Context: an optimization exercise on an open-source flow, tuned for small area. The choices shown serve that exercise and are no tape-out recipe.
RTL that was checked went through simulation tests only; none was proved equivalent to the original.
The RTL of run 4 was laid out without a check of its function.
Power and IR drop assume default switching activity. No driver is modelled on the clock port, so clocking that relies on it looks cheaper here than on a real chip.

==> flow/design.v <==
package reg_bank_pkg;
    localparam int REG_ZERO     = 0;
    localparam int REG_RA       = 31;
    localparam int SP_IDX_DEF   = 29;
    localparam int SP_RESET_DEF = 227;
    typedef enum logic [1:0] {
        DST_RT = 2'd0,
        DST_RD = 2'd1,
        DST_RA = 2'd2
    } dst_sel_e;
    function automatic logic [4:0] dst_index(input dst_sel_e sel,
                                             input logic [4:0] rt,
                                             input logic [4:0] rd);
        case (sel)
            DST_RT:  dst_index = rt;
            DST_RD:  dst_index = rd;
            DST_RA:  dst_index = 5'(REG_RA);
            default: dst_index = 5'(REG_ZERO);
        endcase
    endfunction
endpackage
module rb_aoi222 (input logic a1, a2, b1, b2, c1, c2, output logic y);
    assign y = ~((a1 & a2) | (b1 & b2) | (c1 & c2));
endmodule
module rb_aoi21 (input logic a1, a2, b1, output logic y);
    assign y = ~((a1 & a2) | b1);
endmodule
module rb_nand2 (input logic a, b, output logic y);
    assign y = ~(a & b);
endmodule
module rb_nand3 (input logic a, b, c, output logic y);
    assign y = ~(a & b & c);
endmodule
module rb_nand4 (input logic a, b, c, d, output logic y);
    assign y = ~(a & b & c & d);
endmodule
module rb_or3 (input logic a, b, c, output logic y);
    assign y = a | b | c;
endmodule
module rb_rdsel
#(
    parameter int ADDR_W = 5,
    parameter int SP_IDX = reg_bank_pkg::SP_IDX_DEF,
    localparam int NREG  = 1 << ADDR_W
) (
    input  logic [ADDR_W-1:0] addr,
    input  logic [NREG-1:1]   valid,
    output logic [NREG-1:1]   sel,
    output logic              sp_rst
);
    always_comb begin
        for (int i = 1; i < NREG; i++)
            sel[i] = (addr == ADDR_W'(i)) && valid[i];
        sp_rst = (addr == ADDR_W'(SP_IDX)) && !valid[SP_IDX];
    end
endmodule
module rb_rdbit
#(
    parameter bit SP_BIT = 1'b0
) (
    input  logic [31:1] sel,
    input  logic [31:1] r,
    input  logic        sp_rst,
    output logic        y
);
    logic [10:0] t;
    logic [2:0]  n;
    for (genvar g = 0; g < 10; g++) begin : g_aoi
        rb_aoi222 u (.a1(sel[3*g+1]), .a2(r[3*g+1]),
                     .b1(sel[3*g+2]), .b2(r[3*g+2]),
                     .c1(sel[3*g+3]), .c2(r[3*g+3]), .y(t[g]));
    end
    if (SP_BIT) begin : g_sp
        rb_aoi21 u (.a1(sel[31]), .a2(r[31]), .b1(sp_rst), .y(t[10]));
    end else begin : g_nsp
        rb_nand2 u (.a(sel[31]), .b(r[31]), .y(t[10]));
    end
    rb_nand4 u_n0 (.a(t[0]), .b(t[1]), .c(t[2]), .d(t[3]), .y(n[0]));
    rb_nand4 u_n1 (.a(t[4]), .b(t[5]), .c(t[6]), .d(t[7]), .y(n[1]));
    rb_nand3 u_n2 (.a(t[8]), .b(t[9]), .c(t[10]), .y(n[2]));
    rb_or3   u_o  (.a(n[0]), .b(n[1]), .c(n[2]), .y(y));
endmodule
module reg_bank_rdport
#(
    parameter int DATA_W   = 32,
    parameter int ADDR_W   = 5,
    parameter int SP_IDX   = reg_bank_pkg::SP_IDX_DEF,
    parameter int SP_RESET = reg_bank_pkg::SP_RESET_DEF,
    localparam int NREG    = 1 << ADDR_W
) (
    input  logic                           clk,
    input  logic                           reset,
    input  logic [NREG-1:1][DATA_W-1:0]    regs,
    input  logic [NREG-1:1]                valid,
    input  logic [ADDR_W-1:0]              rd_addr,
    output logic [DATA_W-1:0]              rd_data
);
    logic [NREG-1:1]   sel;
    logic              sp_rst;
    logic [DATA_W-1:0] rd_data_d, rd_data_q;
    rb_rdsel #(.ADDR_W(ADDR_W), .SP_IDX(SP_IDX)) u_sel (
        .addr   (rd_addr),
        .valid  (valid),
        .sel    (sel),
        .sp_rst (sp_rst)
    );
    localparam logic [DATA_W-1:0] SP_VAL = DATA_W'(SP_RESET);
    for (genvar k = 0; k < DATA_W; k++) begin : g_bit
        logic [NREG-1:1] col;
        for (genvar i = 1; i < NREG; i++) begin : g_col
            assign col[i] = regs[i][k];
        end
        rb_rdbit #(.SP_BIT(SP_VAL[k])) u_bit (
            .sel    (sel),
            .r      (col),
            .sp_rst (sp_rst),
            .y      (rd_data_d[k])
        );
    end
    always_ff @(posedge clk or negedge reset) begin
        if (!reset) rd_data_q <= '0;
        else        rd_data_q <= rd_data_d;
    end
    assign rd_data = rd_data_q;
endmodule
module reg_bank
#(
    parameter int DATA_W   = 32,
    parameter int ADDR_W   = 5,
    parameter int SP_IDX   = reg_bank_pkg::SP_IDX_DEF,
    parameter int SP_RESET = reg_bank_pkg::SP_RESET_DEF
) (
    input  logic              clk,
    input  logic              reset,
    input  logic              reg_wr,
    input  logic [ADDR_W-1:0] wr_addr,
    input  logic [DATA_W-1:0] wr_data,
    input  logic [ADDR_W-1:0] rd_addr_a,
    input  logic [ADDR_W-1:0] rd_addr_b,
    output logic [DATA_W-1:0] rd_data_a,
    output logic [DATA_W-1:0] rd_data_b
);
    localparam int NREG = 1 << ADDR_W;
    logic [NREG-1:1][DATA_W-1:0] regs_q;
    logic [NREG-1:1]             valid_q;
    logic [NREG-1:1]             we;
    always_comb begin
        for (int i = 1; i < NREG; i++)
            we[i] = reg_wr && (wr_addr == ADDR_W'(i));
    end
    always_ff @(posedge clk) begin
        for (int i = 1; i < NREG; i++)
            if (we[i]) regs_q[i] <= wr_data;
    end
    always_ff @(posedge clk or negedge reset) begin
        if (!reset) valid_q <= '0;
        else        valid_q <= valid_q | we;
    end
    reg_bank_rdport #(.DATA_W(DATA_W), .ADDR_W(ADDR_W), .SP_IDX(SP_IDX), .SP_RESET(SP_RESET)) u_rd_a (
        .clk     (clk),
        .reset   (reset),
        .regs    (regs_q),
        .valid   (valid_q),
        .rd_addr (rd_addr_a),
        .rd_data (rd_data_a)
    );
    reg_bank_rdport #(.DATA_W(DATA_W), .ADDR_W(ADDR_W), .SP_IDX(SP_IDX), .SP_RESET(SP_RESET)) u_rd_b (
        .clk     (clk),
        .reset   (reset),
        .regs    (regs_q),
        .valid   (valid_q),
        .rd_addr (rd_addr_b),
        .rd_data (rd_data_b)
    );
endmodule
==> flow/flow/run.sh <==
#!/bin/bash
# Layout flow: the standard flow (standard.sh) with a clock tree built
# from larger clusters of clkbuf_16 and no dummy loads, minimum-size port
# buffers. The ORFS logs are in orfs/logs; the make output goes to
# standard.log.
set -o pipefail
export CTS_ARGS="-sink_clustering_enable -repair_clock_nets -dont_use_dummy_load -buf_list sky130_fd_sc_hd__clkbuf_16 -sink_clustering_size 28 -sink_clustering_max_diameter 120"
export BUFFER_PORTS_ARGS="-buffer_cell sky130_fd_sc_hd__buf_1"
bash standard.sh > standard.log 2>&1
==> flow/standard.sh <==
#!/bin/bash
# synth_recipe.tcl (not shown) runs the flow's synth.tcl, then flattens the netlist and writes it again
# the make line also repeats each setting of config.mk as NAME=value (left out here)
make -C /OpenROAD-flow-scripts/flow DESIGN_CONFIG=/design/flow/config.mk WORK_HOME=/design/flow/orfs CLKGATE_MAP_FILE= SYNTH_SCRIPT=/design/flow/synth_recipe.tcl "${@:-finish}"
==> flow/config.mk <==
export PLATFORM = sky130hd
export DESIGN_NAME = reg_bank
export DESIGN_NICKNAME = reg_bank
export VERILOG_FILES = /design/flow/design.v
export SDC_FILE = /design/flow/constraint.sdc
export NUM_CORES = 4
export LEC_CHECK = 0
export CAP_MARGIN = 0
export CORE_MARGIN = 2
export CORE_UTILIZATION = 40
export SLEW_MARGIN = 0
export SYNTH_HIERARCHICAL = 1
export SYNTH_MINIMUM_KEEP_SIZE = 0
==> flow/constraint.sdc <==
create_clock -name core_clock -period 4.0 [get_ports {clk}]
set_input_delay 0.8000 -clock core_clock [delete_from_list [all_inputs] [get_ports {clk}]]
set_output_delay 0.8000 -clock core_clock [all_outputs]
set_load 0.01 [all_outputs]
==> summary.md, run 1 <==
| Metric | Value |
|---|---|
| Vias in the first global route | `around 28000` |
| H-tree levels | `2` |
| Yosys top cell area share | `just over 70%` |
| Grt met3 use | `under 10%` |
| Critical Path RT | `roughly 4.5 ns` |
| Top FF cell, synth | `edfxtp_1` |
| Wire length per cell | `about 39 um` |
| Top-Level Pins | `roughly 110` |
| DRC | `0` |
| RSZ-0062 raised after global routing | `false` |
| Share of layout cells above drive strength 1 | `9.71%` |
| Post-DP HPWL | `86000 um` |
| Crit-path leading delay family | `simple AND/OR/NAND/NOR gates` |
| WS Path Type | `in -> reg` |
| Non-filler cells, final | `~4000` |
| Tightest Pin Transition | `1.42 ns` |
| Mean post-synth cell area | `18.6 um2` |
| Largest net degree at the start of global routing | `38` |
| Worst setup EP type | `flip-flop` |
| Finish-stage setup viols | `0` |
| Synthesized area | `roughly 42000 um2` |
| Initial DRC count | `8000` |
| Max cap viols | `0` |
| Worst skew pair latency | `between 0.6 and 0.7 ns` |
| Max rail drop VDD | `approximately 0.00031 V` |
| Setup Buffers After CTS | `0` |
| Skew final | `approximately 0.035 ns` |
| CTS tree | `built` |
| Dpl cells | `between 3000 and 4000` |
| Yosys reg bits | `1087` |
| Area leader, netlist | `edfxtp_1` |
| Seq/Total Area, Yosys | `77.4%` |
| Async SR Flop Fraction | `just under 9%` |
| Final Cycle Share | `between 70% and 80%` |
| Core Footprint | `103000 um2` |
| Slowest cell on crit path | `and3_1` |
| Total GRT Usage | `between 20% and 30%` |
| DR vias | `between 20000 and 30000` |
| CP cell instances | `buf_1, nor3b_2, and3_1, buf_4, a222oi_1, nand4_1, or3_1` |
| Clock slew at reported path FFs | `around 0.12 ns` |
| # port buffers | `approximately 110` |
| Status | `no timing/DRC/antenna violations` |
| Max-slew violation count | `0` |
| Setup_tns | `0 ns` |
| Initial core utilization | `40.2%` |
| Post-route cell area | `around 46000 um2` |
| Post-cts resize count | `0` |
| Max Fanout on Critical Path | `14` |
| Power per standard cell area | `about 420 nW/um2` |
| CTS root buffer | `clkbuf_16` |
| Mapped Cells | `between 2000 and 2500` |
| Post-synth EDFFs | `roughly 990` |
| Final hold vios | `0` |
| Top post-synthesis cells by area | `edfxtp_1 (72%), a222oi_1 (15%), dfrtp_1 (5.7%)` |
| Clock power frac | `about 27%` |
| Clock tree buffer depth | `3` |
| Row Count | `between 100 and 150` |
| Remaining antenna violation count | `0` |
| Sequential share of power | `about two thirds` |
| Chip height | `326 um` |
| Die W | `between 300 and 400 um` |
| Number of buffers created by CTS | `44` |
| Via/cell ratio | `7.51` |
| Total power | `slightly below 0.02 W` |
| Layout Nets | `between 2000 and 3000` |
| Die area | `between 100000 and 150000 um2` |
| Startpoint types | `input port` |
| Fmax | `between 300 and 400 MHz` |
| GR peak layer | `met2` |
| Combinational share of power | `between 6 and 7%` |
| Antenna violations before repair | `2` |
| CTS Hold Bufs | `0` |
| Area growth syn-to-layout | `10.9%` |
| Grt total ovfl | `0` |
| Netlist cell types | `28` |
| Slew margin rel. | `5.55%` |
| Warnings from Yosys | `9` |
| First-pass detailed-route iteration total | `11` |
| Switching Fraction | `22.9%` |
| Int Pwr | `0.0151 W` |
| Clk sinks | `approximately 1100` |
| Placer Congestion | `0.937` |
| CP peak stage delay | `approximately 0.57 ns` |
| Placed inst area | `45000 um2` |
| Global-route wire length before repair | `just over 200000 um` |
| Final wirelength | `roughly 150000 um` |
| Critical path buffers and inverters | `2` |
| Hold crit path type | `in -> async` |
| Syn_nets | `between 2000 and 2500` |
| Min Tclk post-route | `between 3 and 4 ns` |
| Leak pwr | `roughly 14 nW` |
| Met2 Resource Use GR | `between 40% and 50%` |
| Core Util, Final | `44.6%` |
| Met1 GRT Util | `a little over a third` |
| Net Switching | `between 0.004 and 0.005 W` |
| CP arrival | `3.53 ns` |
| Fill count | `~9100` |
through the flow:
stage | worst slack [ns] | hold slack (ns)
2_1_floorplan | 0.632 | 0.448
3_3_place_gp | 0.449 | 0.470
3_5_place_dp | 0.396 | 0.471
4_1_cts | 1.09 | 0.249
5_1_grt | 0.976 | 0.243
6_report | 0.978 | 0.226
cell type report:
class                      count  area, um2  area share, %
multi-input combinational   1130       9570           20.8
antenna                        2       5.00         0.0109
sequential                  1087      32200           69.8
clock buffer                  44       1100           2.39
timing repair buffer         251       1520           3.29
tap                         1380       1730           3.75
worst reg2reg max path, stage by stage, from the launching register on:
cell and delay [ns]:
dfrtp_1 0.40, and3_1 0.51, buf_4 0.36, a222oi_1 0.41, nand4_1 0.45, or3_1 0.53
metal layers:
metal	wire length [um]	share of wire [%]
met1	53600	36
met2	67800	45
met3	20500	14
met4	8650	5.7
met5	30	0.020
power groups by stage:
stage / Sequential (W) / Combinational (W) / Clock, W
2_1_floorplan: 0.0131 / 0.000454 / 0
3_3_place_gp: 0.0132 / 0.00121 / 0
3_5_place_dp: 0.0132 / 0.00124 / 0
4_1_cts: 0.0130 / 0.00124 / 0.00533
5_1_grt: 0.0130 / 0.00130 / 0.00572
6_report: 0.0130 / 0.00125 / 0.00529
modules after synthesis (local to each module, per instance), a selection:
module	cells inside	times used	flip-flops and latches	area, um2
rb_aoi222	1	640	0	10.0
rb_nand2	1	54	0	3.75
rb_or3	1	64	0	6.26
reg_bank	1112	1	1023	31100
rb_aoi21	1	10	0	8.76
rb_nand4	1	128	0	6.26
rb_nand3	1	64	0	5.00
kinds of logic (layout without fill, tap and decap cells):
| logic type | after synthesis | count (layout) | synth area share [%] |
|---|---|---|---|
| compound gates | 681 | 681 | 16.2 |
| buf+inv | 15 | 295 | 0.166 |
| flops | 1087 | 1087 | 77.4 |
| other cells | 0 | 2 | 0 |
| simple gates | 449 | 449 | 6.24 |
worst paths after layout:
path	startpoint	end	slack, ns	depth (start not counted)
min in group core_clock	valid_q[31]	valid_q[31]	0.51	1
worst min-delay path	reset	u_rd_b.rd_data_q[7]	0.23	1
worst max register to register	valid_q[9]	u_rd_a.rd_data_q[5]	1.23	5
max in group asynchronous	reset	u_rd_a.rd_data_q[14]	2.93	2
worst min register to register	valid_q[31]	valid_q[31]	0.51	1
worst max-delay path	rd_addr_a[3]	u_rd_a.rd_data_q[5]	0.98	7
synth_stat cells (all sizes together), types with 3 or more instances:
cell type  count
nand2         55
buf            5
nor3b          6
and3b          8
a21oi         10
and2           4
nand4b         3
or3           64
dfrtp         95
nand4bb        3
o21bai        31
nand3         64
nor2          35
a222oi       640
edfxtp       992
clkbuf        10
and3          64
nor2b          8
nand4        129
state kept, by name, summed over array words and instances, names as in the netlist:
name / cells
u_rd_a.rd_data_q: 32
u_rd_b.rd_data_q: 32
valid_q: 31
regs_q: 992
layout by cell type, fill, tap and decap left out, types with 3 or more instances in the layout:
cell       count
nor2_1         4
nand4bb_1      3
and3_1        61
o21bai_1      28
nand2_1       55
nor2_4        31
and3b_2        4
clkbuf_16     44
nand4b_1       3
edfxtp_1     992
a222oi_1     640
nand4_1      129
nand3_1       64
nor3b_2        6
nor2b_1        8
or3_1         64
buf_4        134
a21oi_2       10
buf_12         4
dfrtp_1       95
and3_2         3
buf_1        111
o21bai_2       3
and3b_1        4
==> run 2, diff against run 1 <==
--- a/flow/flow/run.sh
+++ b/flow/flow/run.sh
@@ -6,4 +6,5 @@
 set -o pipefail
 export CTS_ARGS="-sink_clustering_enable -repair_clock_nets -dont_use_dummy_load -buf_list sky130_fd_sc_hd__clkbuf_16 -sink_clustering_size 28 -sink_clustering_max_diameter 120"
 export BUFFER_PORTS_ARGS="-buffer_cell sky130_fd_sc_hd__buf_1"
+export EARLY_SIZING_CAP_RATIO=20
 bash standard.sh > standard.log 2>&1
==> run 2 against run 1 <==
- first-iteration DRC count is the same
- area after synthesis did not move
- global-route usage unchanged
- sequential power barely moved
- routed wire length did not move
- core utilization is the same
- critical endpoint unchanged
==> summary.md, run 2 <==
| Metric | Value |
|---|---|
| Initial DRC count | `8000` |
| Area growth syn-to-layout | `10.9%` |
| CP cell instances | `buf_1, nor3b_2, and3_1, buf_4, a222oi_1, nand4_1, or3_1` |
| # port buffers | `about 110` |
| Clock slew at reported path FFs | `0.12 ns` |
| Die W | `between 300 and 400 um` |
| Netlist cell types | `28` |
| Crit-path leading delay family | `simple AND/OR/NAND/NOR gates` |
| Top post-synthesis cells by area | `edfxtp_1 (72%), a222oi_1 (15%), dfrtp_1 (5.7%)` |
| Max Fanout on Critical Path | `14` |
| Grt total ovfl | `0` |
| Slowest cell on crit path | `and3_1` |
| Core Footprint | `103000 um2` |
| Worst setup EP type | `flip-flop` |
| Layout Nets | `about 2600` |
| Worst R2R Path Depth | `5` |
| Xor/xnor share of the synthesized area | `0%` |
| Final hold vios | `0` |
| Max FFs per register | `~990` |
| Mapped Cells | `between 2000 and 2500` |
| Post-cts resize count | `0` |
| Skew final | `roughly 0.035 ns` |
| Worst skew pair latency | `0.65 ns` |
| Register name with the most flops | `regs_q` |
| Most common cell after layout, fill and taps aside | `edfxtp_1` |
| Synthesized area | `a little over 40000 um2` |
| Row Count | `approximately 120` |
| Finish-stage setup viols | `0` |
| Fraction of the mapped netlist area in adder cells | `0%` |
| Flop2flop setup slack | `1.23 ns` |
| Area leader, netlist | `edfxtp_1` |
| Total power | `between 0.015 and 0.02 W` |
| Initial core utilization | `a little over 40%` |
| H-tree levels | `2` |
| Max-slew violation count | `0` |
| Yosys reg bits | `between 1000 and 1500` |
| Slew margin rel. | `under 10%` |
| Post-DP HPWL | `~86000 um` |
| Number of buffers created by CTS | `between 40 and 50` |
| CTS Hold Bufs | `0` |
| Most frequent cells in the layout | `edfxtp_1 (992), a222oi_1 (640), buf_4 (134)` |
| Antenna violations before repair | `2` |
| Die area | `roughly 110000 um2` |
| Tightest Pin Transition | `~1.4 ns` |
| Global-route wire length before repair | `about 210000 um` |
| WS Path Type | `in -> reg` |
| Remaining antenna violation count | `0` |
| Critical Path Stages | `7` |
| Via/cell ratio | `around 7.5` |
| Async SR Flop Fraction | `approximately 8.7%` |
| Fmax | `between 300 and 400 MHz` |
| Top post-synthesis cells by count | `edfxtp_1 (992), a222oi_1 (640), nand4_1 (129)` |
| Min Tclk post-route | `between 3 and 4 ns` |
| Hold crit path type | `in -> async` |
| Mux contribution to synthesized area | `0%` |
| Clock tree buffer depth | `3` |
| Mean post-synth cell area | `18.6 um2` |
| CP peak stage delay | `0.57 ns` |
| Largest family of logic cells by synthesized area | `compound AO/OA/AOI/OAI gates` |
| CTS tree | `built` |
| First-pass detailed-route iteration total | `11` |
| Chip height | `approximately 330 um` |
| Max cap viols | `0` |
| Total GRT Usage | `27.1%` |
| Compound-Gate Fraction of Synth Area | `approximately 16%` |
| Power per standard cell area | `between 400 and 500 nW/um2` |
| Placer Congestion | `0.937` |
| Setup_tns | `0 ns` |
| Critical Path RT | `4.51 ns` |
| Leak pwr | `around 14 nW` |
| Seq/Total Area, Yosys | `around 77%` |
| Top-Level Pins | `approximately 110` |
| DRC | `0` |
| CP arrival | `roughly 3.5 ns` |
| Max rail drop VDD | `approximately 0.00031 V` |
| Status | `no timing/DRC/antenna violations` |
| Most numerous cell in the Yosys netlist | `edfxtp_1` |
| DR vias | `around 29000` |
| Startpoint types | `input port` |
| Clk sinks | `around 1100` |
| Regs by FF count | `regs_q (992), u_rd_a.rd_data_q (32), u_rd_b.rd_data_q (32)` |
| Critical path buffers and inverters | `2` |
| Simple-Gate Fraction of Synth Area | `approximately 6.2%` |
| Largest net degree at the start of global routing | `38` |
| Post-synth EDFFs | `roughly 990` |
| Yosys top cell area share | `between 70% and 80%` |
| Share of layout cells above drive strength 1 | `9.71%` |
| Final wirelength | `approximately 150000 um` |
| CTS root buffer | `clkbuf_16` |
| Vias in the first global route | `roughly 28000` |
| RSZ-0062 raised after global routing | `false` |
| Top FF cell, synth | `edfxtp_1` |
| Final Cycle Share | `75.5%` |
| Warnings from Yosys | `9` |
| Wire length per cell | `approximately 39 um` |
| Syn_nets | `~2300` |
| Setup Buffers After CTS | `0` |
-- run 2: area by class of cell --
class | count | area [um2]
fill | 9051 | 57300
sequential | 1087 | 32200
multi-input combinational | 1130 | 9570
tap | 1380 | 1730
timing repair buffer | 251 | 1520
clock buffer | 44 | 1100
antenna | 2 | 5.00
-- run 2: metrics by stage --
| stage | util (%) | setup WS [ns] | area (um2) | hold WS, ns | instances |
|---|---|---|---|---|---|
| finish | 44.6 | 0.978 | 46100 | 0.226 | 3894 |
| global route | 44.6 | 0.976 | 46100 | 0.243 | 3892 |
| global placement | 43.5 | 0.449 | 45000 | 0.470 | 3848 |
| CTS | 44.6 | 1.09 | 46100 | 0.249 | 3892 |
| detailed placement | 43.5 | 0.396 | 45000 | 0.471 | 3848 |
| floorplan | - | 0.632 | 41600 | 0.448 | 2232 |
-- run 2: metal layers --
metal  wire [um]  global-route usage [%]  share of wire (%)  vias up
met1       53600                    36.6                 36    14878
met5          30                       0              0.020        -
met4        8650                    13.4                5.7        4
li1            -                       -                  -    11350
met2       67800                    41.7                 45     2660
met3       20500                    5.63                 14      349
-- run 2: cell families (layout without fill, tap and decap cells) --
| kind of cell | count (synthesis) | in the layout |
|---|---|---|
| flip-flops | 1087 | 1087 |
| buffers and inverters | 15 | 295 |
| AO/OA/AOI/OAI | 681 | 681 |
| other | 0 | 2 |
| AND/OR/NAND/NOR | 449 | 449 |
-- run 2: path summary, 6_finish.rpt --
kind,start,endpoint
setup / recovery,rd_addr_a[3],u_rd_a.rd_data_q[5]
hold / removal,reset,u_rd_b.rd_data_q[7]
max in group asynchronous,reset,u_rd_a.rd_data_q[14]
min in group core_clock,valid_q[31],valid_q[31]
setup reg to reg,valid_q[9],u_rd_a.rd_data_q[5]
hold reg to reg,valid_q[31],valid_q[31]
-- run 2: power breakdown --
| part | switching [W] | internal [W] |
|---|---|---|
| clock | 0.00330 | 0.00199 |
| sequential | 0.000282 | 0.0127 |
| combinational | 0.000889 | 0.000364 |
-- run 2: modules after synthesis, one instance, submodules excluded, a selection --
module	times used	area (um2)	flops+latches
rb_nand2	54	3.75	0
rb_or3	64	6.26	0
reg_bank	1	31100	1023
rb_nand3	64	5.00	0
rb_aoi21	10	8.76	0
rb_nand4	128	6.26	0
rb_aoi222	640	10.0	0
==> run 3, diff against run 2 <==
--- a/flow/config.mk
+++ b/flow/config.mk
@@ -8,6 +8,7 @@
 export CAP_MARGIN = 0
 export CORE_MARGIN = 2
 export CORE_UTILIZATION = 40
+export GPL_TIMING_DRIVEN = 0
 export SLEW_MARGIN = 0
 export SYNTH_HIERARCHICAL = 1
 export SYNTH_MINIMUM_KEEP_SIZE = 0
==> run 3 against run 2 <==
- die area did not move
- largest power group unchanged
- sequential share of layout area is 1.4 points lower
- fmax grew 2.8%
- sequential power hardly changed
- clock-buffer cell count unchanged
==> summary.md, run 3 <==
| Metric | Value |
|---|---|
| Tightest Pin Transition | `between 1 and 1.5 ns` |
| Max FFs per register | `around 1000` |
| Global-route wire length before repair | `about 200000 um` |
| Clock slew at reported path FFs | `approximately 0.11 ns` |
| Worst skew pair latency | `0.66 ns` |
| Antenna violations before repair | `9` |
| Core Util, Final | `between 40% and 50%` |
| Startpoint types | `input port` |
| WS Path Type | `in -> reg` |
| Yosys top cell area share | `between 70% and 80%` |
| Async SR Flop Fraction | `under 10%` |
| Min Tclk post-route | `slightly below 3 ns` |
| Regs by FF count | `regs_q (992), u_rd_a.rd_data_q (32), u_rd_b.rd_data_q (32)` |
| Leak pwr | `14.5 nW` |
| H-tree levels | `2` |
| Top post-synthesis cells by area | `edfxtp_1 (72%), a222oi_1 (15%), dfrtp_1 (5.7%)` |
| DR vias | `approximately 29000` |
| Clock tree buffer depth | `3` |
| Finish-stage setup viols | `0` |
| CTS Hold Bufs | `0` |
| First-pass detailed-route iteration total | `13` |
| # port buffers | `around 110` |
| Max-slew violation count | `0` |
| Synthesized area | `about 42000 um2` |
| Status | `no timing/DRC/antenna violations` |
| Post-DP HPWL | `between 90000 and 100000 um` |
| Fmax | `between 300 and 400 MHz` |
| Final hold vios | `0` |
| CP arrival | `around 3.4 ns` |
| Max Fanout on Critical Path | `17` |
| Power per standard cell area | `between 400 and 500 nW/um2` |
| Max cap viols | `0` |
| Remaining antenna violation count | `0` |
| Total power | `~0.02 W` |
| Initial DRC count | `between 8000 and 9000` |
| Mean post-synth cell area | `~19 um2` |
| Seq/Total Area, Yosys | `between 70% and 80%` |
| Grt total ovfl | `0` |
| Final wirelength | `about 150000 um` |
| Critical Path RT | `4.49 ns` |
| Die area | `around 110000 um2` |
| Share of layout cells above drive strength 1 | `about a tenth` |
| Post-cts resize count | `0` |
| Top-Level Pins | `roughly 110` |
| Final Cycle Share | `between 70% and 80%` |
| Initial core utilization | `about 40%` |
| Most numerous cell in the Yosys netlist | `edfxtp_1` |
| CTS tree | `built` |
| Area leader, netlist | `edfxtp_1` |
| Die W | `326 um` |
| Chip height | `roughly 330 um` |
| Number of buffers created by CTS | `44` |
| Row Count | `118` |
| Slew margin rel. | `6.75%` |
| Max rail drop VDD | `approximately 0.00037 V` |
| Area growth syn-to-layout | `13.1%` |
| Worst setup EP type | `flip-flop` |
| Hold crit path type | `in -> async` |
| DRC | `0` |
| Post-synth EDFFs | `just under 1000` |
| Warnings from Yosys | `9` |
| Layout Nets | `2523` |
| CTS root buffer | `clkbuf_16` |
| Clk sinks | `1087` |
| Largest net degree at the start of global routing | `37` |
| Mapped Cells | `about 2200` |
| Via/cell ratio | `roughly 7.5` |
| Wire length per cell | `around 38 um` |
| Skew final | `roughly 0.054 ns` |
| Syn_nets | `between 2000 and 2500` |
| Top FF cell, synth | `edfxtp_1` |
| Total GRT Usage | `a little over a quarter` |
| Placer Congestion | `0.988` |
| Core Footprint | `roughly 100000 um2` |
| Setup Buffers After CTS | `0` |
| Most frequent cells in the layout | `edfxtp_1 (992), a222oi_1 (640), nand4_1 (129)` |
| RSZ-0062 raised after global routing | `false` |
| Register name with the most flops | `regs_q` |
| Top post-synthesis cells by count | `edfxtp_1 (992), a222oi_1 (640), nand4_1 (129)` |
| Yosys reg bits | `1087` |
| Netlist cell types | `28` |
| Vias in the first global route | `27268` |
| Most common cell after layout, fill and taps aside | `edfxtp_1` |
-- run 3: cell count changes in the layout (fill, tap and decap cells not counted) --
cell,change
buf_4,-134
and3_1,-61
and3_2,+61
buf_12,+56
buf_16,+23
clkbuf_1,+10
buf_1,-8
buf_2,+5
clkbuf_2,+4
diode_2,+4
buf_8,+3
buf_6,+1
clkbuf_4,-1
-- run 3: Yosys stat by module (local to each module, per instance), excerpt --
module / flops+latches / cell area (um2) / cells / copies in the design
rb_aoi21: 0 / 8.76 / 1 / 10
rb_nand4: 0 / 6.26 / 1 / 128
rb_aoi222: 0 / 10.0 / 1 / 640
rb_nand2: 0 / 3.75 / 1 / 54
rb_nand3: 0 / 5.00 / 1 / 64
rb_or3: 0 / 6.26 / 1 / 64
-- run 3: routing by layer --
layer	wire length (um)	part of all wire, %	GRT usage (%)	vias up
met4	7260	5.0	11.0	2
met2	64100	44	39.5	2707
met1	51900	36	36.8	14626
met5	13	0.0089	0	-
met3	22200	15	6.04	357
li1	-	-	-	11292
-- run 3: cell type report --
type | instances | area [um2]
plain buffers | 15 | 68.8
repair buffers | 195 | 2300
diodes | 6 | 15.0
multi-input cells | 1130 | 9640
flip-flops and latches | 1087 | 32200
clock buffers | 44 | 1100
well taps | 1380 | 1730
fillers | 8774 | 56300
-- run 3: worst max-delay path: stages --
cell,delay (ns)
buf_1,0.34
and3b_1,0.26
and3_2,0.43
buf_16,0.27
a222oi_1,0.36
nand4_1,0.42
or3_1,0.52
-- run 3: kinds of logic (layout without fill, tap and decap cells) --
kind of cell / count (synthesis) / in the layout / share of synthesized area, %
other: 0 / 6 / 0
AOI/OAI and AO/OA: 681 / 681 / 16.2
DFF: 1087 / 1087 / 77.4
and+or+nand+nor: 449 / 449 / 6.24
buffers and inverters: 15 / 254 / 0.166
-- run 3: power by group --
group | internal, W | switching, W
logic | 0.000392 | 0.000981
registers | 0.0127 | 0.000169
clock network | 0.00199 | 0.00325
total | 0.0151 | 0.00440
-- run 3: per-stage QoR --
| step | std cells | instance area [um2] | setup TNS (ns) | setup slack (ns) | hold WS, ns |
|---|---|---|---|---|---|
| after floorplan | 2232 | 41600 | 0 | 0.632 | 0.448 |
| after global placement | 3721 | 43700 | -1231.98 | -2.08 | 0.465 |
| after detailed placement | 3804 | 45800 | 0 | 0.535 | 0.476 |
| after CTS | 3848 | 47000 | 0 | 1.18 | 0.278 |
| after global routing | 3851 | 47000 | 0 | 1.12 | 0.316 |
| final | 3857 | 47000 | 0 | 1.06 | 0.275 |
-- run 3: final timing paths --
path	slack, ns	to	start	cells past startpoint
setup / recovery	1.06	u_rd_a.rd_data_q[29]	rd_addr_a[2]	7
hold / removal	0.28	u_rd_a.rd_data_q[28]	reset	1
setup reg to reg	1.39	u_rd_b.rd_data_q[29]	valid_q[13]	5
hold reg to reg	0.51	valid_q[12]	valid_q[12]	1
max in group asynchronous	2.97	u_rd_b.rd_data_q[27]	reset	2
min in group core_clock	0.51	valid_q[12]	valid_q[12]	1
==> run 4, diff against run 3 <==
--- a/flow/design.v
+++ b/flow/design.v
@@ -95,20 +95,35 @@
     input  logic [ADDR_W-1:0]              rd_addr,
     output logic [DATA_W-1:0]              rd_data
 );
-    logic [NREG-1:1]   sel;
-    logic              sp_rst;
+    logic [NREG-1:1]   sel_lo, sel_hi;
+    logic              sp_rst_lo, sp_rst_hi;
     logic [DATA_W-1:0] rd_data_d, rd_data_q;
-    rb_rdsel #(.ADDR_W(ADDR_W), .SP_IDX(SP_IDX)) u_sel (
+    rb_rdsel #(.ADDR_W(ADDR_W), .SP_IDX(SP_IDX)) u_sel_lo (
         .addr   (rd_addr),
         .valid  (valid),
-        .sel    (sel),
-        .sp_rst (sp_rst)
+        .sel    (sel_lo),
+        .sp_rst (sp_rst_lo)
+    );
+    rb_rdsel #(.ADDR_W(ADDR_W), .SP_IDX(SP_IDX)) u_sel_hi (
+        .addr   (rd_addr),
+        .valid  (valid),
+        .sel    (sel_hi),
+        .sp_rst (sp_rst_hi)
     );
     localparam logic [DATA_W-1:0] SP_VAL = DATA_W'(SP_RESET);
     for (genvar k = 0; k < DATA_W; k++) begin : g_bit
         logic [NREG-1:1] col;
         for (genvar i = 1; i < NREG; i++) begin : g_col
             assign col[i] = regs[i][k];
+        end
+        logic [NREG-1:1] sel;
+        logic            sp_rst;
+        if (k < DATA_W / 2) begin : g_lo
+            assign sel    = sel_lo;
+            assign sp_rst = sp_rst_lo;
+        end else begin : g_hi
+            assign sel    = sel_hi;
+            assign sp_rst = sp_rst_hi;
         end
         rb_rdbit #(.SP_BIT(SP_VAL[k])) u_bit (
             .sel    (sel),
@@ -122,6 +137,20 @@
         else        rd_data_q <= rd_data_d;
     end
     assign rd_data = rd_data_q;
+endmodule
+module rb_wrdec
+#(
+    parameter int ADDR_W = 5,
+    localparam int NREG  = 1 << ADDR_W
+) (
+    input  logic              reg_wr,
+    input  logic [ADDR_W-1:0] wr_addr,
+    output logic [NREG-1:1]   we
+);
+    always_comb begin
+        for (int i = 1; i < NREG; i++)
+            we[i] = reg_wr && (wr_addr == ADDR_W'(i));
+    end
 endmodule
 module reg_bank
 #(
@@ -141,20 +170,21 @@
     output logic [DATA_W-1:0] rd_data_b
 );
     localparam int NREG = 1 << ADDR_W;
+    localparam int HALF = DATA_W / 2;
     logic [NREG-1:1][DATA_W-1:0] regs_q;
     logic [NREG-1:1]             valid_q;
-    logic [NREG-1:1]             we;
-    always_comb begin
-        for (int i = 1; i < NREG; i++)
-            we[i] = reg_wr && (wr_addr == ADDR_W'(i));
-    end
-    always_ff @(posedge clk) begin
-        for (int i = 1; i < NREG; i++)
-            if (we[i]) regs_q[i] <= wr_data;
+    logic [NREG-1:1]             we_lo, we_hi;
+    rb_wrdec #(.ADDR_W(ADDR_W)) u_we_lo (.reg_wr(reg_wr), .wr_addr(wr_addr), .we(we_lo));
+    rb_wrdec #(.ADDR_W(ADDR_W)) u_we_hi (.reg_wr(reg_wr), .wr_addr(wr_addr), .we(we_hi));
+    for (genvar i = 1; i < NREG; i++) begin : g_reg
+        always_ff @(posedge clk) begin
+            if (we_lo[i]) regs_q[i][HALF-1:0]      <= wr_data[HALF-1:0];
+            if (we_hi[i]) regs_q[i][DATA_W-1:HALF] <= wr_data[DATA_W-1:HALF];
+        end
     end
     always_ff @(posedge clk or negedge reset) begin
         if (!reset) valid_q <= '0;
-        else        valid_q <= valid_q | we;
+        else        valid_q <= valid_q | we_lo;
     end
     reg_bank_rdport #(.DATA_W(DATA_W), .ADDR_W(ADDR_W), .SP_IDX(SP_IDX), .SP_RESET(SP_RESET)) u_rd_a (
         .clk     (clk),
==> flow/flow/run.sh (replaced) <==
#!/bin/bash
# Layout flow: the standard flow (standard.sh) with a clock tree built
# from larger clusters of clkbuf_16 and no dummy loads, minimum-size port
# buffers. The ORFS logs are in orfs/logs; the make output goes to
# standard.log.
set -o pipefail
export CTS_ARGS="-sink_clustering_enable -repair_clock_nets -dont_use_dummy_load -buf_list sky130_fd_sc_hd__clkbuf_16 -sink_clustering_size 30 -sink_clustering_max_diameter 120"
export BUFFER_PORTS_ARGS="-buffer_cell sky130_fd_sc_hd__buf_1"
bash standard.sh > standard.log 2>&1
--- a/flow/config.mk
+++ b/flow/config.mk
@@ -8,7 +8,6 @@
 export CAP_MARGIN = 0
 export CORE_MARGIN = 2
 export CORE_UTILIZATION = 40
-export GPL_TIMING_DRIVEN = 0
 export SLEW_MARGIN = 0
 export SYNTH_HIERARCHICAL = 1
 export SYNTH_MINIMUM_KEEP_SIZE = 0
==> run 4 against run 3 <==
- still clean
- sequential power hardly changed
- clock skew down 0.0011 ns
- core utilization decreased by 1.3 points
- synthesized cell count is 5.7% higher
- worst hold slack worse by 0.024 ns
- setup slack got worse by 0.52 ns
- via count grew 4.1%
- combinational power down 7%
- register-to-register slack worse by 0.05 ns
- largest cell class unchanged
- highest routed layer unchanged
==> summary.md, run 4 <==
| Metric | Value |
|---|---|
| Status | `no timing/DRC/antenna violations` |
| Met1 GRT Util | `34.2%` |
| Top-Level Pins | `~110` |
| Synthesized area | `approximately 42000 um2` |
| CP startpoint | `rd_addr_a[4]` |
| Leak pwr | `around 15 nW` |
| Combinational share of power | `around 6.5%` |
| Post-DP HPWL | `~91000 um` |
| Number of buffers created by CTS | `42` |
| Share of layout cells above drive strength 1 | `slightly below 9%` |
| CTS tree | `built` |
| Clock power frac | `between 20% and 30%` |
| Flop2flop setup slack | `about 1.3 ns` |
| WS Path Type | `in -> reg` |
| Finish-stage setup viols | `0` |
| Wire length per cell | `between 30 and 40 um` |
| Core Footprint | `between 100000 and 150000 um2` |
| Syn_nets | `approximately 2400` |
| CTS Hold Bufs | `0` |
| Global-route wire length before repair | `between 200000 and 250000 um` |
| Hold crit path type | `in -> async` |
| Final wirelength | `approximately 150000 um` |
| Most frequent cells in the layout | `edfxtp_1 (992), a222oi_1 (640), nand4_1 (130)` |
| Warnings from Yosys | `10` |
| Fmax | `289 MHz` |
| Startpoint types | `input port` |
| Chip height | `329 um` |
| H-tree levels | `2` |
| Post-cts resize count | `0` |
| Clk sinks | `1087` |
| Mean post-synth cell area | `around 18 um2` |
| Dpl cells | `3965` |
| Net Switching | `0.00445 W` |
| Placer Congestion | `slightly above 1` |
| Antenna violations before repair | `18` |
| Regs by FF count | `regs_q (992), u_rd_a.rd_data_q (32), u_rd_b.rd_data_q (32)` |
| Via/cell ratio | `between 7 and 8` |
| Mapped Cells | `between 2000 and 2500` |
| Max cap viols | `0` |
| Initial DRC count | `about 8000` |
| Worst setup path end | `u_rd_a.rd_data_q[6]` |
| Final Cycle Share | `roughly 86%` |
| Worst R2R Path Depth | `5` |
| GR peak layer | `met2` |
| Slew margin rel. | `14.9%` |
| Met2 Resource Use GR | `between 40% and 50%` |
| Initial core utilization | `just over 40%` |
| RR Endpoint | `u_rd_b.rd_data_q[6]` |
| # port buffers | `roughly 110` |
| FF-to-FF Start | `valid_q[13]` |
| Remaining antenna violation count | `0` |
| Skew final | `approximately 0.053 ns` |
| Min Tclk post-route | `3.46 ns` |
| Setup Buffers After CTS | `0` |
| Worst setup EP type | `flip-flop` |
| Power per standard cell area | `418 nW/um2` |
| First-pass detailed-route iteration total | `15` |
| DRC | `0` |
| CP arrival | `around 4 ns` |
| Most common cell after layout, fill and taps aside | `edfxtp_1` |
| Worst skew pair latency | `between 0.6 and 0.7 ns` |
| Vias in the first global route | `between 20000 and 30000` |
| Grt met3 use | `roughly 5.7%` |
| Switching Fraction | `roughly 23%` |
| CTS root buffer | `clkbuf_16` |
| Register name with the most flops | `regs_q` |
| Layout Nets | `between 2000 and 3000` |
| RSZ-0062 raised after global routing | `false` |
| Die area | `about 110000 um2` |
| Grt total ovfl | `0` |
| Area growth syn-to-layout | `9.75%` |
| Critical Path RT | `between 4 and 5 ns` |
| Max rail drop VDD | `0.000431 V` |
| Tightest Pin Transition | `~1.3 ns` |
| Max FFs per register | `992` |
| Non-filler cells, final | `roughly 4000` |
| Hold Slack | `between 0.2 and 0.3 ns` |
| Clock slew at reported path FFs | `around 0.11 ns` |
| Row Count | `around 120` |
| Max-slew violation count | `0` |
| Largest net degree at the start of global routing | `50` |
| Total GRT Usage | `between 20% and 30%` |
| Total power | `0.0194 W` |
| Setup_tns | `0 ns` |
| Int Pwr | `0.0150 W` |
| Clock tree buffer depth | `3` |
| Final hold vios | `0` |
| Fill count | `about 9000` |
| DR vias | `30186` |
| Max Fanout on Critical Path | `16` |
| Die W | `329 um` |
| Sequential share of power | `67.0%` |
[run 4: metal layers]
metal	share of wire, %	vias to the layer above
li1	-	11783
met4	5.6	18
met2	46	2838
met1	34	15053
met3	14	494
met5	0.079	-
[run 4: metrics by stage]
step | instance area, um2 | utilization [%] | worst slack [ns]
after detailed placement | 45400 | 43.2 | 0.196
after floorplan | 42300 | - | 1.53
after global placement | 45400 | 43.2 | 0.261
after global routing | 46400 | 44.2 | 0.611
after CTS | 46400 | 44.2 | 0.885
final | 46500 | 44.2 | 0.541
[run 4: cell type report]
type	count	area (um2)	area share [%]
clock buffers	42	1050	2.26
repair buffers	220	1240	2.68
well taps	1391	1740	3.75
multi-input cells	1267	10200	22.0
diodes	10	25.0	0.0539
flip-flops and latches	1087	32200	69.2
[run 4: power groups by stage]
stage | Combinational (W) | Clock (W) | Sequential (W)
global route | 0.00132 | 0.00554 | 0.0130
detailed placement | 0.00123 | 0 | 0.0132
CTS | 0.00123 | 0.00520 | 0.0130
finish | 0.00127 | 0.00513 | 0.0130
floorplan | 0.000464 | 0 | 0.0131
global placement | 0.00120 | 0 | 0.0132
[run 4: critical path: stages]
cell and delay [ns]:
buf_1 0.74, nor2b_1 0.31, and3_1 0.49, buf_4 0.29, a222oi_1 0.41, nand4_1 0.44
or3_1 0.48
[run 4: worst min-delay path by stage]
stage | start | endpoint | slack (ns) | cells after the start
4_1_cts | reset | u_rd_b.rd_data_q[12] | 0.27 | 1
5_1_grt | reset | u_rd_a.rd_data_q[13] | 0.29 | 1
3_3_place_gp | valid_q[27] | valid_q[27] | 0.55 | 1
2_1_floorplan | valid_q[10] | valid_q[10] | 0.47 | 1
6_report | reset | u_rd_a.rd_data_q[13] | 0.25 | 1
3_5_place_dp | valid_q[7] | valid_q[7] | 0.55 | 1
==> run 5, diff against run 4 <==
--- a/flow/design.v
+++ b/flow/design.v
@@ -95,35 +95,20 @@
     input  logic [ADDR_W-1:0]              rd_addr,
     output logic [DATA_W-1:0]              rd_data
 );
-    logic [NREG-1:1]   sel_lo, sel_hi;
-    logic              sp_rst_lo, sp_rst_hi;
+    logic [NREG-1:1]   sel;
+    logic              sp_rst;
     logic [DATA_W-1:0] rd_data_d, rd_data_q;
-    rb_rdsel #(.ADDR_W(ADDR_W), .SP_IDX(SP_IDX)) u_sel_lo (
+    rb_rdsel #(.ADDR_W(ADDR_W), .SP_IDX(SP_IDX)) u_sel (
         .addr   (rd_addr),
         .valid  (valid),
-        .sel    (sel_lo),
-        .sp_rst (sp_rst_lo)
-    );
-    rb_rdsel #(.ADDR_W(ADDR_W), .SP_IDX(SP_IDX)) u_sel_hi (
-        .addr   (rd_addr),
-        .valid  (valid),
-        .sel    (sel_hi),
-        .sp_rst (sp_rst_hi)
+        .sel    (sel),
+        .sp_rst (sp_rst)
     );
     localparam logic [DATA_W-1:0] SP_VAL = DATA_W'(SP_RESET);
     for (genvar k = 0; k < DATA_W; k++) begin : g_bit
         logic [NREG-1:1] col;
         for (genvar i = 1; i < NREG; i++) begin : g_col
             assign col[i] = regs[i][k];
-        end
-        logic [NREG-1:1] sel;
-        logic            sp_rst;
-        if (k < DATA_W / 2) begin : g_lo
-            assign sel    = sel_lo;
-            assign sp_rst = sp_rst_lo;
-        end else begin : g_hi
-            assign sel    = sel_hi;
-            assign sp_rst = sp_rst_hi;
         end
         rb_rdbit #(.SP_BIT(SP_VAL[k])) u_bit (
             .sel    (sel),
@@ -137,20 +122,6 @@
         else        rd_data_q <= rd_data_d;
     end
     assign rd_data = rd_data_q;
-endmodule
-module rb_wrdec
-#(
-    parameter int ADDR_W = 5,
-    localparam int NREG  = 1 << ADDR_W
-) (
-    input  logic              reg_wr,
-    input  logic [ADDR_W-1:0] wr_addr,
-    output logic [NREG-1:1]   we
-);
-    always_comb begin
-        for (int i = 1; i < NREG; i++)
-            we[i] = reg_wr && (wr_addr == ADDR_W'(i));
-    end
 endmodule
 module reg_bank
 #(
@@ -170,21 +141,20 @@
     output logic [DATA_W-1:0] rd_data_b
 );
     localparam int NREG = 1 << ADDR_W;
-    localparam int HALF = DATA_W / 2;
     logic [NREG-1:1][DATA_W-1:0] regs_q;
     logic [NREG-1:1]             valid_q;
-    logic [NREG-1:1]             we_lo, we_hi;
-    rb_wrdec #(.ADDR_W(ADDR_W)) u_we_lo (.reg_wr(reg_wr), .wr_addr(wr_addr), .we(we_lo));
-    rb_wrdec #(.ADDR_W(ADDR_W)) u_we_hi (.reg_wr(reg_wr), .wr_addr(wr_addr), .we(we_hi));
-    for (genvar i = 1; i < NREG; i++) begin : g_reg
-        always_ff @(posedge clk) begin
-            if (we_lo[i]) regs_q[i][HALF-1:0]      <= wr_data[HALF-1:0];
-            if (we_hi[i]) regs_q[i][DATA_W-1:HALF] <= wr_data[DATA_W-1:HALF];
-        end
+    logic [NREG-1:1]             we;
+    always_comb begin
+        for (int i = 1; i < NREG; i++)
+            we[i] = reg_wr && (wr_addr == ADDR_W'(i));
+    end
+    always_ff @(posedge clk) begin
+        for (int i = 1; i < NREG; i++)
+            if (we[i]) regs_q[i] <= wr_data;
     end
     always_ff @(posedge clk or negedge reset) begin
         if (!reset) valid_q <= '0;
-        else        valid_q <= valid_q | we_lo;
+        else        valid_q <= valid_q | we;
     end
     reg_bank_rdport #(.DATA_W(DATA_W), .ADDR_W(ADDR_W), .SP_IDX(SP_IDX), .SP_RESET(SP_RESET)) u_rd_a (
         .clk     (clk),
==> flow/flow/run.sh (replaced) <==
#!/bin/bash
# Layout flow: the standard flow (standard.sh) with
#  - the drivers of the high-fanout nets upsized before placement (upsize.tcl),
#  - a clock tree built from larger clusters of clkbuf_16 and no dummy loads,
#  - minimum-size port buffers.
# The ORFS logs are in orfs/logs; make's output goes to standard_*.log and
# the upsizing step's to upsize.log.
set -eo pipefail
export CTS_ARGS="-sink_clustering_enable -repair_clock_nets -dont_use_dummy_load -buf_list sky130_fd_sc_hd__clkbuf_16 -sink_clustering_size 28 -sink_clustering_max_diameter 120"
export BUFFER_PORTS_ARGS="-buffer_cell sky130_fd_sc_hd__buf_1"
bash standard.sh floorplan > standard_floorplan.log 2>&1
UPSIZE_ODB=orfs/results/sky130hd/reg_bank/base/2_floorplan.odb openroad -no_init -exit flow/upsize.tcl > upsize.log 2>&1
bash standard.sh > standard_finish.log 2>&1
==> flow/flow/upsize.tcl (new file) <==
# Upsize the combinational drivers of high-fanout nets (the read selects and
# write enables of the register array) to their x4 versions before placement,
# so that the resizer does not have to buffer those nets.
set odb $::env(UPSIZE_ODB)
read_db $odb
set db [ord::get_db]
set block [ord::get_db_block]
set count 0
foreach net [$block getNets] {
  set n 0
  set drv ""
  foreach it [$net getITerms] {
    if {[$it isOutputSignal]} { set drv $it } elseif {[$it isInputSignal]} { incr n }
  }
  if {$drv eq "" || $n < 20} { continue }
  set inst [$drv getInst]
  set m [[$inst getMaster] getName]
  if {[regexp {^(sky130_fd_sc_hd__(and2|and3|and4|and3b|and4b|nor2|nor3|nor4|nor2b|nor3b|nand2|nand3|nand4|or2|or3|or4|a21oi|o21ai|o21bai))_[12]$} $m -> base]} {
    set new [$db findMaster ${base}_4]
    if {$new ne "NULL" && $new ne ""} {
      puts "upsize [$inst getName] $m -> ${base}_4 (fanout $n)"
      $inst swapMaster $new
      incr count
    }
  }
}
puts "upsized $count drivers"
write_db $odb
==> run 5 against run 4 <==
- still clean
- sequential share of layout area is 0.90 points higher
- clock skew fell by 0.0039 ns
- die area decreased by 1.8%
- flip-flop and latch count stayed put
- worst hold slack better by 0.089 ns
- combinational power hardly changed
- via count down 3.0%
- global-route usage up 1.6 points
- non-clock buffer count is 38 lower
- largest power group unchanged
==> summary.md, run 5 <==
| Metric | Value |
|---|---|
| Status | `no timing/DRC/antenna violations` |
| Row Count | `approximately 120` |
| Syn_nets | `2282` |
| CP startpoint | `rd_addr_b[2]` |
| Yosys reg bits | `about 1100` |
| Sequential share of power | `between 60% and 70%` |
| Clock tree buffer depth | `3` |
| GR peak layer | `met2` |
| CTS root buffer | `clkbuf_16` |
| Grt total ovfl | `0` |
| Clock slew at reported path FFs | `0.11 ns` |
| Max FFs per register | `between 900 and 1000` |
| DRC | `0` |
| CP arrival | `3.33 ns` |
| Skew final | `between 0.04 and 0.05 ns` |
| Async SR Flop Fraction | `under 10%` |
| Netlist cell types | `28` |
| Number of buffers created by CTS | `44` |
| Int Pwr | `about 0.015 W` |
| First-pass detailed-route iteration total | `14` |
| Via/cell ratio | `around 7.7` |
| RR Endpoint | `u_rd_b.rd_data_q[9]` |
| Chip height | `~330 um` |
| FF-to-FF Start | `valid_q[22]` |
| Area growth syn-to-layout | `10.3%` |
| Setup Buffers After CTS | `0` |
| Worst setup path end | `u_rd_b.rd_data_q[9]` |
| H-tree levels | `2` |
| CP peak stage delay | `about 0.6 ns` |
| Post-cts resize count | `0` |
| Core Footprint | `around 100000 um2` |
| Die area | `107000 um2` |
| Max cap viols | `0` |
| Power per standard cell area | `around 430 nW/um2` |
| Net Switching | `0.00448 W` |
| Warnings from Yosys | `9` |
| Combinational share of power | `around 6.5%` |
| Setup_tns | `0 ns` |
| Synthesized area | `41600 um2` |
| Top-Level Pins | `approximately 110` |
| Startpoint types | `input port` |
| Worst R2R Path Depth | `4` |
| Most frequent cells in the layout | `edfxtp_1 (992), a222oi_1 (640), nand4_1 (129)` |
| Max rail drop VDD | `0.000296 V` |
| Global-route wire length before repair | `between 200000 and 250000 um` |
| Met1 GRT Util | `37.3%` |
| Flop2flop setup slack | `1.45 ns` |
| Clock power frac | `between 20% and 30%` |
| Register name with the most flops | `regs_q` |
| Mapped Cells | `2232` |
| Final wirelength | `153000 um` |
| Fmax | `356 MHz` |
| Layout Nets | `~2500` |
| Total GRT Usage | `roughly 28%` |
| Switching Fraction | `a little under a quarter` |
| Initial DRC count | `between 7000 and 8000` |
| Post-synth EDFFs | `slightly below 1000` |
| Top post-synthesis cells by area | `edfxtp_1 (72%), a222oi_1 (15%), dfrtp_1 (5.7%)` |
| Regs by FF count | `regs_q (992), u_rd_a.rd_data_q (32), u_rd_b.rd_data_q (32)` |
| Initial core utilization | `about two fifths` |
| Met2 Resource Use GR | `roughly 41%` |
| RSZ-0062 raised after global routing | `false` |
| Max-slew violation count | `0` |
| Worst skew pair latency | `0.66 ns` |
| Slowest cell on crit path | `a222oi_1` |
| Clk sinks | `1087` |
| Min Tclk post-route | `between 2 and 3 ns` |
| Wire length per cell | `40.0 um` |
| WS Path Type | `in -> reg` |
| Slack of the critical path | `approximately 1.2 ns` |
| Final hold vios | `0` |
| Placer Congestion | `slightly above 0.9` |
| Die W | `roughly 330 um` |
| Max Fanout on Critical Path | `32` |
| Hold crit path type | `in -> async` |
| Finish-stage setup viols | `0` |
| CP cell instances | `buf_1, and3b_1, and3_4, a222oi_1, nand4_1, or3_1` |
| Worst setup EP type | `flip-flop` |
| Tightest Pin Transition | `1.41 ns` |
| # port buffers | `113` |
| Yosys top cell area share | `between 70% and 80%` |
| DR vias | `between 20000 and 30000` |
| Antenna violations before repair | `4` |
| Worst slack, placed | `0.673 ns` |
| Vias in the first global route | `between 20000 and 30000` |
| Critical Path RT | `approximately 4.5 ns` |
| Remaining antenna violation count | `0` |
| Leak pwr | `approximately 14 nW` |
| Top FF cell, synth | `edfxtp_1` |
| Mean post-synth cell area | `18.6 um2` |
| CTS Hold Bufs | `0` |
| Slew margin rel. | `6.23%` |
| Top post-synthesis cells by count | `edfxtp_1 (992), a222oi_1 (640), nand4_1 (129)` |
| Share of layout cells above drive strength 1 | `roughly a tenth` |
| Largest net degree at the start of global routing | `60` |
| Seq/Total Area, Yosys | `between 70% and 80%` |
| Hold Slack | `0.340 ns` |
| Final Cycle Share | `between 70% and 80%` |
| Most common cell after layout, fill and taps aside | `edfxtp_1` |
| CTS tree | `built` |
| Area leader, netlist | `edfxtp_1` |
| Grt met3 use | `under 10%` |
| Post-DP HPWL | `about 85000 um` |
| Most numerous cell in the Yosys netlist | `edfxtp_1` |
| Fill count | `8950` |
[run 5: cell families (layout without fill, tap and decap cells)]
family | count (synthesis) | count (layout) | share of synthesized area, %
AO/OA/AOI/OAI | 681 | 681 | 16.2
buffers and inverters | 15 | 226 | 0.166
flip-flops | 1087 | 1087 | 77.4
other | 0 | 4 | 0
AND/OR/NAND/NOR | 449 | 449 | 6.24
[run 5: power groups by stage]
stage,Clock [W],Sequential [W],Combinational (W)
2_1_floorplan,0,0.0131,0.000454
3_3_place_gp,0,0.0132,0.00121
3_5_place_dp,0,0.0132,0.00124
4_1_cts,0.00530,0.0130,0.00124
5_1_grt,0.00570,0.0130,0.00131
6_report,0.00527,0.0130,0.00127
[run 5: worst min path at each step]
stage,cells after the start,end,start,slack [ns]
after CTS,1,valid_q[28],reset,0.36
after global placement,1,valid_q[13],valid_q[13],0.50
after detailed placement,1,valid_q[15],valid_q[15],0.50
after floorplan,1,valid_q[12],valid_q[12],0.45
final,1,valid_q[12],reset,0.34
after global routing,1,valid_q[14],reset,0.39
[run 5: final cells by class]
type | count | area (um2) | area share [%]
sequential | 1087 | 32200 | 70.1
multi-input combinational | 1130 | 9880 | 21.5
tap | 1380 | 1730 | 3.77
clock buffer | 44 | 1100 | 2.40
timing repair buffer | 182 | 978 | 2.13
antenna | 4 | 10.0 | 0.0218
[run 5: routing by layer]
metal  routed length (um)  vias up  part of all wire, %
met5                    0        -                    0
met1                53400    14787                   35
met3                24200      436                   16
met2                66500     2829                   43
li1                     -    11231                    -
met4                 8880        0                  5.8
[run 5: per-module statistics from Yosys, one instance, submodules excluded, a selection]
module	cells	area, um2
rb_nand4	1	6.26
reg_bank	1112	31100
rb_nand2	1	3.75
rb_nand3	1	5.00
rb_aoi21	1	8.76
rb_aoi222	1	10.0
rb_or3	1	6.26
[run 5: stage by stage]
stage | instance area, um2 | power, W | util (%) | cells
after global routing | 45800 | 0.0200 | 44.4 | 3823
after floorplan | 41600 | 0.0136 | - | 2232
after detailed placement | 44700 | 0.0145 | 43.3 | 3778
after global placement | 44700 | 0.0144 | 43.3 | 3778
final | 45900 | 0.0195 | 44.4 | 3827
after CTS | 45800 | 0.0195 | 44.3 | 3822
[run 5: critical path: cells and delay by family]
kind                   cells  cell delay, ns
AND/OR/NAND/NOR            4            1.60
AO/OA/AOI/OAI              1            0.60
buffers and inverters      1            0.27
==> run 6, diff against run 5 <==
--- a/flow/design.v
+++ b/flow/design.v
@@ -37,6 +37,29 @@
 module rb_or3 (input logic a, b, c, output logic y);
     assign y = a | b | c;
 endmodule
+module rb_and2 (input logic a, b, output logic y);
+    assign y = a & b;
+endmodule
+module rb_and3 (input logic a, b, c, output logic y);
+    assign y = a & b & c;
+endmodule
+module rb_predec
+#(
+    parameter int ADDR_W = 5,
+    parameter bit USE_EN = 1'b1
+) (
+    input  logic                     en,
+    input  logic [ADDR_W-1:0]        addr,
+    output logic [3:0]               lo,
+    output logic [(1<<(ADDR_W-2))-1:0] hi
+);
+    always_comb begin
+        for (int j = 0; j < 4; j++)
+            lo[j] = (en || !USE_EN) && (addr[1:0] == 2'(j));
+        for (int j = 0; j < (1 << (ADDR_W - 2)); j++)
+            hi[j] = (addr[ADDR_W-1:2] == (ADDR_W-2)'(j));
+    end
+endmodule
 module rb_rdsel
 #(
     parameter int ADDR_W = 5,
@@ -48,11 +71,13 @@
     output logic [NREG-1:1]   sel,
     output logic              sp_rst
 );
-    always_comb begin
-        for (int i = 1; i < NREG; i++)
-            sel[i] = (addr == ADDR_W'(i)) && valid[i];
-        sp_rst = (addr == ADDR_W'(SP_IDX)) && !valid[SP_IDX];
-    end
+    logic [3:0]          lo;
+    logic [NREG/4-1:0]   hi;
+    rb_predec #(.ADDR_W(ADDR_W), .USE_EN(1'b0)) u_pre (.en(1'b0), .addr(addr), .lo(lo), .hi(hi));
+    for (genvar i = 1; i < NREG; i++) begin : g_sel
+        rb_and3 u (.a(lo[i % 4]), .b(hi[i / 4]), .c(valid[i]), .y(sel[i]));
+    end
+    assign sp_rst = (addr == ADDR_W'(SP_IDX)) && !valid[SP_IDX];
 endmodule
 module rb_rdbit
 #(
@@ -144,9 +169,11 @@
     logic [NREG-1:1][DATA_W-1:0] regs_q;
     logic [NREG-1:1]             valid_q;
     logic [NREG-1:1]             we;
-    always_comb begin
-        for (int i = 1; i < NREG; i++)
-            we[i] = reg_wr && (wr_addr == ADDR_W'(i));
+    logic [3:0]                  we_lo;
+    logic [NREG/4-1:0]           we_hi;
+    rb_predec #(.ADDR_W(ADDR_W)) u_we_pre (.en(reg_wr), .addr(wr_addr), .lo(we_lo), .hi(we_hi));
+    for (genvar i = 1; i < NREG; i++) begin : g_we
+        rb_and2 u (.a(we_lo[i % 4]), .b(we_hi[i / 4]), .y(we[i]));
     end
     always_ff @(posedge clk) begin
         for (int i = 1; i < NREG; i++)
--- a/flow/config.mk
+++ b/flow/config.mk
@@ -7,7 +7,7 @@
 export LEC_CHECK = 0
 export CAP_MARGIN = 0
 export CORE_MARGIN = 2
-export CORE_UTILIZATION = 40
+export CORE_UTILIZATION = 55
 export SLEW_MARGIN = 0
 export SYNTH_HIERARCHICAL = 1
 export SYNTH_MINIMUM_KEEP_SIZE = 0
==> run 6 against run 5 <==
- still clean on timing, DRC and antenna
- flip-flop and latch count stayed put
- synthesized cell count is 0.94% lower
- global-route usage is 10 points higher
- clock power hardly changed
- routed wire length is 2.1% lower
- critical path type unchanged
- critical endpoint is now u_rd_a.rd_data_q[22]
==> summary.md, run 6 <==
| Metric | Value |
|---|---|
| Die W | `roughly 280 um` |
| Setup_tns | `0 ns` |
| Sequential share of power | `approximately two thirds` |
| RR Endpoint | `u_rd_a.rd_data_q[22]` |
| Net Switching | `about 0.0044 W` |
| Core Footprint | `between 70000 and 80000 um2` |
| Max rail drop VDD | `0.000369 V` |
| CTS root buffer | `clkbuf_16` |
| Critical Path Stages | `7` |
| Crit-path leading delay family | `simple AND/OR/NAND/NOR gates` |
| Critical path buffers and inverters | `2` |
| Post-cts resize count | `0` |
| Status | `no timing/DRC/antenna violations` |
| Clk sinks | `approximately 1100` |
| Max Fanout on Critical Path | `29` |
| Via/cell ratio | `~8.5` |
| First-pass detailed-route iteration total | `13` |
| Remaining antenna violation count | `0` |
| Worst R2R Path Depth | `5` |
| Grt total ovfl | `0` |
| Initial core utilization | `a little under three fifths` |
| CP startpoint | `rd_addr_a[3]` |
| Regs by FF count | `regs_q (992), u_rd_a.rd_data_q (32), u_rd_b.rd_data_q (32)` |
| Max-slew violation count | `0` |
| Tightest Pin Transition | `roughly 1.4 ns` |
| Area growth syn-to-layout | `8.61%` |
| Register name with the most flops | `regs_q` |
| Setup Buffers After CTS | `0` |
| Fmax | `~340 MHz` |
| Total GRT Usage | `37.7%` |
| Startpoint types | `input port` |
| Share of layout cells above drive strength 1 | `8.96%` |
| Worst setup EP type | `flip-flop` |
| Int Pwr | `between 0.015 and 0.02 W` |
| CTS Hold Bufs | `0` |
| Slowest cell on crit path | `nand4_1` |
| Most frequent cells in the layout | `edfxtp_1 (992), a222oi_1 (640), nand4_1 (128)` |
| FF-to-FF Start | `valid_q[21]` |
| Critical Path RT | `roughly 4.5 ns` |
| Initial DRC count | `around 8000` |
| Hold crit path type | `in -> async` |
| H-tree levels | `2` |
| Final Cycle Share | `between 70% and 80%` |
| Warnings from Yosys | `10` |
| Largest net degree at the start of global routing | `96` |
| Mapped Cells | `~2200` |
| Flop2flop setup slack | `1.30 ns` |
| CP cell instances | `buf_1, and3b_2, and3_4, buf_4, a222oi_1, nand4_1, or3_1` |
| Most common cell after layout, fill and taps aside | `edfxtp_1` |
| Mean post-synth cell area | `between 15 and 20 um2` |
| Max cap viols | `0` |
| Vias in the first global route | `around 28000` |
| Skew final | `roughly 0.044 ns` |
| Min Tclk post-route | `between 2 and 3 ns` |
| Worst setup path end | `u_rd_a.rd_data_q[22]` |
| Top-Level Pins | `between 100 and 150` |
| CTS tree | `built` |
| Synthesized area | `between 40000 and 50000 um2` |
| Syn_nets | `around 2300` |
| Number of buffers created by CTS | `44` |
| Final wirelength | `about 150000 um` |
| Worst skew pair latency | `between 0.6 and 0.7 ns` |
| DR vias | `between 20000 and 30000` |
| Combinational share of power | `~6.5%` |
| DRC | `0` |
| Post-DP HPWL | `roughly 80000 um` |
| Switching Fraction | `a little under a quarter` |
| # port buffers | `approximately 110` |
| Worst slack, placed | `0.670 ns` |
| Layout Nets | `2475` |
| Global-route wire length before repair | `205000 um` |
| Clock slew at reported path FFs | `between 0.1 and 0.15 ns` |
| Chip height | `~280 um` |
| Slack of the critical path | `between 1 and 1.5 ns` |
| Row Count | `100` |
| WS Path Type | `in -> reg` |
| Hold Slack | `0.250 ns` |
| RSZ-0062 raised after global routing | `false` |
| Max FFs per register | `a little under 1000` |
| Clock tree buffer depth | `3` |
| Finish-stage setup viols | `0` |
| CP arrival | `roughly 3.5 ns` |
| Die area | `slightly below 80000 um2` |
| Clock power frac | `between 20% and 30%` |
| Slew margin rel. | `9.93%` |
| Final hold vios | `0` |
| Wire length per cell | `between 40 and 50 um` |
| CP peak stage delay | `roughly 0.54 ns` |
| Placer Congestion | `0.862` |
| Antenna violations before repair | `1` |
| Power per standard cell area | `about 430 nW/um2` |
| Leak pwr | `around 14 nW` |
## run 6: changes by cell type in the layout (fill, tap and decap cells not counted), sizes merged, moves of 3 or more
cell,before,now
and2,4,33
or2,1,31
buf,181,167
and3b,8,11
nor2b,8,4
nand4bb,3,0
o21bai,31,0
nor3b,6,12
nor2,35,2
## run 6: per-layer routing
layer	wire length, um	share of wire [%]	vias to the layer above	track usage (%)
met5	12	0.0080	-	0
met4	9330	6.2	2	19.7
met3	23000	15	389	9.56
met2	65900	44	2780	56.4
met1	51500	34	14541	51.6
li1	-	-	11155	-
## run 6: per-stage QoR
stage	util (%)	power (W)	area [um2]	instances
floorplan	-	0.0136	41500	2211
global placement	58.9	0.0144	43900	3347
detailed placement	58.9	0.0144	43900	3347
CTS	60.4	0.0194	45000	3391
global route	60.4	0.0199	45000	3392
finish	60.4	0.0194	45000	3395
## run 6: power groups by stage
stage          Clock (W)  Sequential, W  Combinational, W
5_1_grt          0.00567         0.0130           0.00129
4_1_cts          0.00529         0.0129           0.00123
2_1_floorplan          0         0.0131          0.000426
6_report         0.00526         0.0129           0.00126
3_3_place_gp           0         0.0132           0.00120
3_5_place_dp           0         0.0132           0.00122
## run 6: worst min path at each step
stage	cells after the start	to	start	slack, ns
final	2	valid_q[18]	reset	0.25
after CTS	2	valid_q[18]	reset	0.30
after global placement	1	valid_q[1]	valid_q[1]	0.47
after global routing	2	valid_q[24]	reset	0.31
after detailed placement	1	valid_q[19]	valid_q[19]	0.48
after floorplan	1	valid_q[10]	valid_q[10]	0.44
## run 6: area by class of cell
cell class,count,area [um2]
multi-input combinational,1124,9700
sequential,1087,32200
antenna,3,7.51
clock buffer,44,1100
timing repair buffer,168,861
tap,969,1210
fill,5492,29500

afterwards: timing with drivers on the ports:
The flow's constraints put no driver on any port. The routed layouts listed below were extracted and timed again, unchanged, in two steps.
Step 1 (the two cells are an assumption about what drives the block):
set clk [get_ports {clk}]
set_driving_cell -lib_cell sky130_fd_sc_hd__clkbuf_16 $clk
set_driving_cell -lib_cell sky130_fd_sc_hd__buf_2 [delete_from_list [all_inputs] $clk]
Step 2 adds t to the input delays and takes it off the output delays; t is the mean of the earliest and latest rising clock arrival at the registers after step 1. Input paths then give back, and output paths get back, about the clock's delay inside the block.
a / b / c = ideal ports / drivers / drivers and shift; a / b = the first two.
| run | t (ns) | setup slack, ns | worst hold slack (ns) | worst setup path after step 2 | cell pins on the clock port's net |
|---|---|---|---|---|---|
| run 1 | 0.697 | 0.978 / 1.002 / 0.305 | 0.226 / 0.182 / 0.507 | input to register | 1 |
| run 2 | 0.697 | 0.978 / 1.002 / 0.305 | 0.226 / 0.182 / 0.507 | input to register | 1 |
| run 3 | 0.703 | 1.060 / 1.084 / 0.381 | 0.275 / 0.229 / 0.513 | input to register | 1 |
| run 4 | 0.683 | 0.541 / 0.487 / -0.196 | 0.251 / 0.208 / 0.579 | input to register | 1 |
| run 5 | 0.704 | 1.192 / 1.205 / 0.501 | 0.340 / 0.291 / 0.532 | input to register | 1 |
| run 6 | 0.699 | 1.030 / 1.060 / 0.362 | 0.250 / 0.209 / 0.507 | input to register | 1 |
With both steps, setup timing fails in run 4, where it was met with ideal ports. The setup slack of run 4, which loses most, moves by -0.054 ns with the drivers and by -0.737 ns with both steps.
